Source: an optimization exercise on an open RTL-to-GDS flow (aim: a short achievable clock period and few clock cycles per item). Production flows keep margins and buffers that such runs may drop.
In this exercise RTL edits were held to simulation tests only and were not proved equivalent to the original.
The clock port is modelled as an ideal driver, which makes a skipped or thinned clock tree look cheaper than it is; a real chip needs a root buffer or a tree.
Power is estimated from default activity; no workload was simulated.

Setup of P:
// hub75_output
module hub75_output (
   input  logic                     clk_in,
   input  logic                     rst_in,
   input  pov_pkg::column_pair_t    column_data,
   input  logic [($clog2(32))-1:0]   address_data,
   input  logic                     tvalid,
   output logic                     tready,
   output logic                     tlast,
   output pov_pkg::rgb_bits_t       rgb0,
   output pov_pkg::rgb_bits_t       rgb1,
   output logic                     led_clk,
   output logic                     led_latch,
   output logic                     led_blank,
   output logic [($clog2(32))-1:0]   hub75_address
);
==> module hub75_scan_ctrl, before the edit <==
module hub75_scan_ctrl (
   input  logic                 clk_in,
   input  logic                 rst_in,
   input  logic                 tvalid,
   output logic                 tready,
   output logic                 shift_n,       
   output logic [7:0]           stage_sel,
   output logic [7:0]           group_sel,
   output logic                 take_stage,
   output logic                 take_input,
   output logic                 input_plane1,
   output logic                 latch_now,     
   output pov_pkg::plane_t      latch_plane,
   output logic                 latch_last,
   output logic                 led_clk,
   output logic                 led_latch
);
   localparam int NPIX  = 64;
   localparam int NB    = 3;
   logic                     run;     
   logic [($clog2(64)):0]      pos;     
   logic [1:0]               slot;    
   logic                     start;
   logic                     slot_end;
   logic                     col_end;
   logic [($clog2(64)):0]      pos_inc;
   logic [($clog2(64)):0]      pos_inc2;
   assign slot_end = run && (pos == NPIX);             
   assign col_end  = slot_end && (slot == 2'(NB - 1));
   assign start    = tvalid && (!run || col_end);
   assign pos_inc  = pos + 1'b1;
   assign pos_inc2 = pos + 2'd2;
   assign latch_now   = slot_end;
   assign latch_plane = pov_pkg::plane_t'(NB - 1) - pov_pkg::plane_t'(slot);
   assign latch_last  = (slot == 2'(NB - 1));
   always_ff @(posedge clk_in) begin
      if (rst_in) begin
         run       <= 1'b0;
         pos       <= '0;
         slot      <= '0;
         tready    <= 1'b0;
         shift_n   <= 1'b1;
         stage_sel    <= 8'b0000_0010;
         group_sel    <= 8'b0000_0001;
         take_stage   <= 1'b0;
         take_input   <= 1'b1;
         input_plane1 <= 1'b0;
         led_clk   <= 1'b0;
         led_latch <= 1'b0;
      end else begin
         if (!run || col_end) begin
            run       <= start;
            pos       <= '0;
            slot      <= '0;
            stage_sel    <= start ? 8'b0000_0100 : 8'b0000_0010;
            group_sel    <= 8'b0000_0001;
            take_stage   <= start;
            take_input   <= !start;
            input_plane1 <= start;
            led_clk   <= start;
            led_latch <= 1'b0;
            tready    <= 1'b0;
            shift_n   <= 1'b1;
         end else begin
            if (slot_end) begin
               pos       <= '0;
               slot      <= slot + 1'b1;
            end else begin
               pos       <= pos_inc;
            end
            stage_sel    <= (slot == 2'd0 && pos <= 60) ? {stage_sel[6:0], stage_sel[7]}
                                                        : 8'b0000_0010;
            group_sel    <= 8'(1) << pos_inc2[5:3];
            take_stage   <= (slot == 2'd0) && (pos <= NPIX - 2);
            take_input   <= (pos == NPIX - 1) && (slot != 2'd1);
            input_plane1 <= (slot == 2'd0) && !slot_end;
            led_clk   <= (pos != NPIX - 1);
            led_latch <= (pos == NPIX - 1);
            tready    <= (pos == NPIX - 1) && (slot == 2'd0);
            shift_n   <= !((pos == NPIX - 1) && (slot == 2'd0));
         end
      end
   end
endmodule
==> module hub75_output, before the edit <==
module hub75_output (
   input  logic                     clk_in,
   input  logic                     rst_in,
   input  pov_pkg::column_pair_t    column_data,
   input  logic [($clog2(32))-1:0]   address_data,
   input  logic                     tvalid,
   output logic                     tready,
   output logic                     tlast,
   output pov_pkg::rgb_bits_t       rgb0,
   output pov_pkg::rgb_bits_t       rgb1,
   output logic                     led_clk,
   output logic                     led_latch,
   output logic                     led_blank,
   output logic [($clog2(32))-1:0]   hub75_address
);
   logic                   shift_n;
   logic [7:0]             stage_sel;
   logic [7:0]             group_sel;
   logic                   take_stage;
   logic                   take_input;
   logic                   input_plane1;
   logic                   latch_now;
   pov_pkg::plane_t        latch_plane;
   logic                   latch_last;
   hub75_scan_ctrl u_ctrl (
      .clk_in       (clk_in),
      .rst_in       (rst_in),
      .tvalid       (tvalid),
      .tready       (tready),
      .shift_n      (shift_n),
      .stage_sel    (stage_sel),
      .group_sel    (group_sel),
      .take_stage   (take_stage),
      .take_input   (take_input),
      .input_plane1 (input_plane1),
      .latch_now    (latch_now),
      .latch_plane  (latch_plane),
      .latch_last   (latch_last),
      .led_clk      (led_clk),
      .led_latch    (led_latch)
   );
   column_buffer u_buffer (
      .clk_in       (clk_in),
      .column_data  (column_data),
      .shift_n      (shift_n),
      .stage_sel    (stage_sel),
      .group_sel    (group_sel),
      .take_stage   (take_stage),
      .take_input   (take_input),
      .input_plane1 (input_plane1),
      .rgb0         (rgb0),
      .rgb1         (rgb1)
   );
   bcm_period_timer u_timer (
      .clk_in       (clk_in),
      .rst_in       (rst_in),
      .period_start (latch_now),
      .plane        (latch_plane),
      .last_plane   (latch_last),
      .led_blank    (led_blank),
      .tlast        (tlast)
   );
   always_ff @(posedge clk_in) begin
      if (rst_in) begin
         hub75_address <= '0;
      end else if (!shift_n) begin
         hub75_address <= address_data;
      end
   end
endmodule
export LEC_CHECK = 0
export CAP_MARGIN = 20
export CORE_AREA = 2 2 288 288
export DIE_AREA = 0 0 290 290
export PLACE_DENSITY = 0.8
export SETUP_SLACK_MARGIN = 3.5
export SLEW_MARGIN = 20
create_clock -name core_clock -period 5.0 [get_ports {clk_in}]
standard.sh (not shown) runs the stock make flow with config.mk's settings and CLKGATE_MAP_FILE= SYNTH_SCRIPT=/design/flow/synth_recipe.tcl, a recipe that flattens the netlist after the stock synthesis.
==> flow/flow/run.sh <==
#!/bin/bash
# Standard ORFS layout (the standard.sh) with two changes:
#  - pins placed one routing track apart instead of two, so the die can be smaller;
#  - the clock tree is built by flow/manual_cts.tcl (a two-level inverter tree, see
#    there) instead of TritonCTS; it also puts each output port's buffer and register
#    next to the port.
# Full tool output goes to standard.log; ORFS's per-step logs are under orfs/logs.
bash standard.sh 'PLACE_PINS_ARGS=-min_distance 1 -min_distance_in_tracks' "PRE_CTS_TCL=$PWD/flow/manual_cts.tcl" finish > standard.log 2>&1
Other scripts of this flow, unchanged in this note and not shown: flow/flow/manual_cts.tcl
Testbench counts of P, summed over its fixed seeds: cycles 62,488, items 320.
Relative to P, the following input files were edited for Q:
==> flow/design.v, changed modules only <==
module hub75_scan_ctrl (
   input  logic                 clk_in,
   input  logic                 rst_in,
   input  logic                 tvalid,
   output logic                 tready,
   output logic                 shift_n,       
   output logic [7:0]           stage_sel,
   output logic [7:0]           group_sel,
   output logic                 take_stage,
   output logic                 take_input,
   output logic                 input_plane1,
   output logic                 addr_take,     
   output logic                 latch_now,     
   output pov_pkg::plane_t      latch_plane,
   output logic                 latch_last,
   output logic                 led_clk,
   output logic                 led_latch
);
   localparam int NPIX  = 64;
   localparam int NB    = 3;
   logic                     run;     
   logic [($clog2(64)):0]      pos;     
   logic [1:0]               slot;    
   logic                     start;
   logic                     slot_end;
   logic                     col_end;
   logic [($clog2(64)):0]      pos_inc;
   logic [($clog2(64)):0]      pos_inc2;
   assign slot_end = run && (pos == NPIX);             
   assign col_end  = slot_end && (slot == 2'(NB - 1));
   assign start    = tvalid && (!run || col_end);
   assign pos_inc  = pos + 1'b1;
   assign pos_inc2 = pos + 2'd2;
   assign latch_now   = slot_end;
   assign latch_plane = pov_pkg::plane_t'(NB - 1) - pov_pkg::plane_t'(slot);
   assign latch_last  = (slot == 2'(NB - 1));
   always_ff @(posedge clk_in) begin
      if (rst_in) begin
         run       <= 1'b0;
         pos       <= '0;
         slot      <= '0;
         tready    <= 1'b0;
         shift_n   <= 1'b1;
         stage_sel    <= 8'b0000_0010;
         group_sel    <= 8'b0000_0001;
         take_stage   <= 1'b0;
         take_input   <= 1'b1;
         input_plane1 <= 1'b0;
         addr_take    <= 1'b0;
         led_clk   <= 1'b0;
         led_latch <= 1'b0;
      end else begin
         if (!run || col_end) begin
            run       <= start;
            pos       <= '0;
            slot      <= '0;
            stage_sel    <= start ? 8'b0000_0100 : 8'b0000_0010;
            group_sel    <= 8'b0000_0001;
            take_stage   <= start;
            take_input   <= !start;
            input_plane1 <= start;
            addr_take    <= 1'b0;
            led_clk   <= start;
            led_latch <= 1'b0;
            tready    <= 1'b0;
            shift_n   <= 1'b1;
         end else begin
            if (slot_end) begin
               pos       <= '0;
               slot      <= slot + 1'b1;
            end else begin
               pos       <= pos_inc;
            end
            stage_sel    <= (slot == 2'd0 && pos <= 60) ? {stage_sel[6:0], stage_sel[7]}
                                                        : 8'b0000_0010;
            group_sel    <= 8'(1) << pos_inc2[5:3];
            take_stage   <= (slot == 2'd0) && (pos <= NPIX - 2);
            take_input   <= (pos == NPIX - 1) && (slot != 2'd1);
            input_plane1 <= (slot == 2'd0) && !slot_end;
            addr_take    <= (slot == 2'd0) && (pos == NPIX - 2);
            led_clk   <= (pos != NPIX - 1);
            led_latch <= (pos == NPIX - 1);
            tready    <= (pos == NPIX - 1) && (slot == 2'd0);
            shift_n   <= !((pos == NPIX - 1) && (slot == 2'd0));
         end
      end
   end
endmodule
module hub75_output (
   input  logic                     clk_in,
   input  logic                     rst_in,
   input  pov_pkg::column_pair_t    column_data,
   input  logic [($clog2(32))-1:0]   address_data,
   input  logic                     tvalid,
   output logic                     tready,
   output logic                     tlast,
   output pov_pkg::rgb_bits_t       rgb0,
   output pov_pkg::rgb_bits_t       rgb1,
   output logic                     led_clk,
   output logic                     led_latch,
   output logic                     led_blank,
   output logic [($clog2(32))-1:0]   hub75_address
);
   logic                   shift_n;
   logic [7:0]             stage_sel;
   logic [7:0]             group_sel;
   logic                   take_stage;
   logic                   take_input;
   logic                   input_plane1;
   logic                   addr_take;
   logic [($clog2(32))-1:0] address_q;
   logic                   latch_now;
   pov_pkg::plane_t        latch_plane;
   logic                   latch_last;
   hub75_scan_ctrl u_ctrl (
      .clk_in       (clk_in),
      .rst_in       (rst_in),
      .tvalid       (tvalid),
      .tready       (tready),
      .shift_n      (shift_n),
      .stage_sel    (stage_sel),
      .group_sel    (group_sel),
      .take_stage   (take_stage),
      .take_input   (take_input),
      .input_plane1 (input_plane1),
      .addr_take    (addr_take),
      .latch_now    (latch_now),
      .latch_plane  (latch_plane),
      .latch_last   (latch_last),
      .led_clk      (led_clk),
      .led_latch    (led_latch)
   );
   column_buffer u_buffer (
      .clk_in       (clk_in),
      .column_data  (column_data),
      .shift_n      (shift_n),
      .stage_sel    (stage_sel),
      .group_sel    (group_sel),
      .take_stage   (take_stage),
      .take_input   (take_input),
      .input_plane1 (input_plane1),
      .rgb0         (rgb0),
      .rgb1         (rgb1)
   );
   bcm_period_timer u_timer (
      .clk_in       (clk_in),
      .rst_in       (rst_in),
      .period_start (latch_now),
      .plane        (latch_plane),
      .last_plane   (latch_last),
      .led_blank    (led_blank),
      .tlast        (tlast)
   );
   always_ff @(posedge clk_in) begin
      if (addr_take) begin
         address_q <= address_data;
      end
   end
   always_ff @(posedge clk_in) begin
      if (rst_in) begin
         hub75_address <= '0;
      end else begin
         hub75_address <= address_q;
      end
   end
endmodule
Design area delta (Q − P): unfavourable
Routability-driven placement congestion ratio: Q > P
Delta (Q minus P): wire length saw an increase; largest vdd supply drop shows an increase of 0.000028 V; worst slew slack as a fraction of its limit picked up an extra 2.6 points; final period utilization climbed 0.16 points.
Delta (Q minus P): relative contribution of the clock network to total power decreased 0.2 points, via count increased about 0.43%.
Testbench counts of Q, summed over its fixed seeds: cycles 62,488, items 320.
No run of this note takes its clock network from TritonCTS; it comes from the design's own scripts or RTL.

separate check: timing with driven ports:
The flow's constraints put no driver on any port. The routed layouts listed below were extracted and timed again, unchanged, in two steps.
Step 1 assumes that a clkbuf_16 drives the clock port and a buf_2 every other input.
Step 2 moves the port delays by t, midway between the first and last clock arrival at a register: inputs arrive t later, outputs are due t later. That takes back most of the time a late clock gives input paths.
a / b / c = ideal / step 1 / step 2; a / b = the first two.
run	t, ns	setup slack, ns	hold WS [ns]
P	0.535	3.256 / 2.996 / 2.951	0.370 / 0.367 / 0.367
Q	0.540	3.248 / 2.974 / 3.124	0.416 / 0.415 / 0.415
After both steps setup and hold are still met in every run listed. The setup slack of P, which loses most, moves by -0.260 ns with the drivers and by -0.305 ns with both steps.
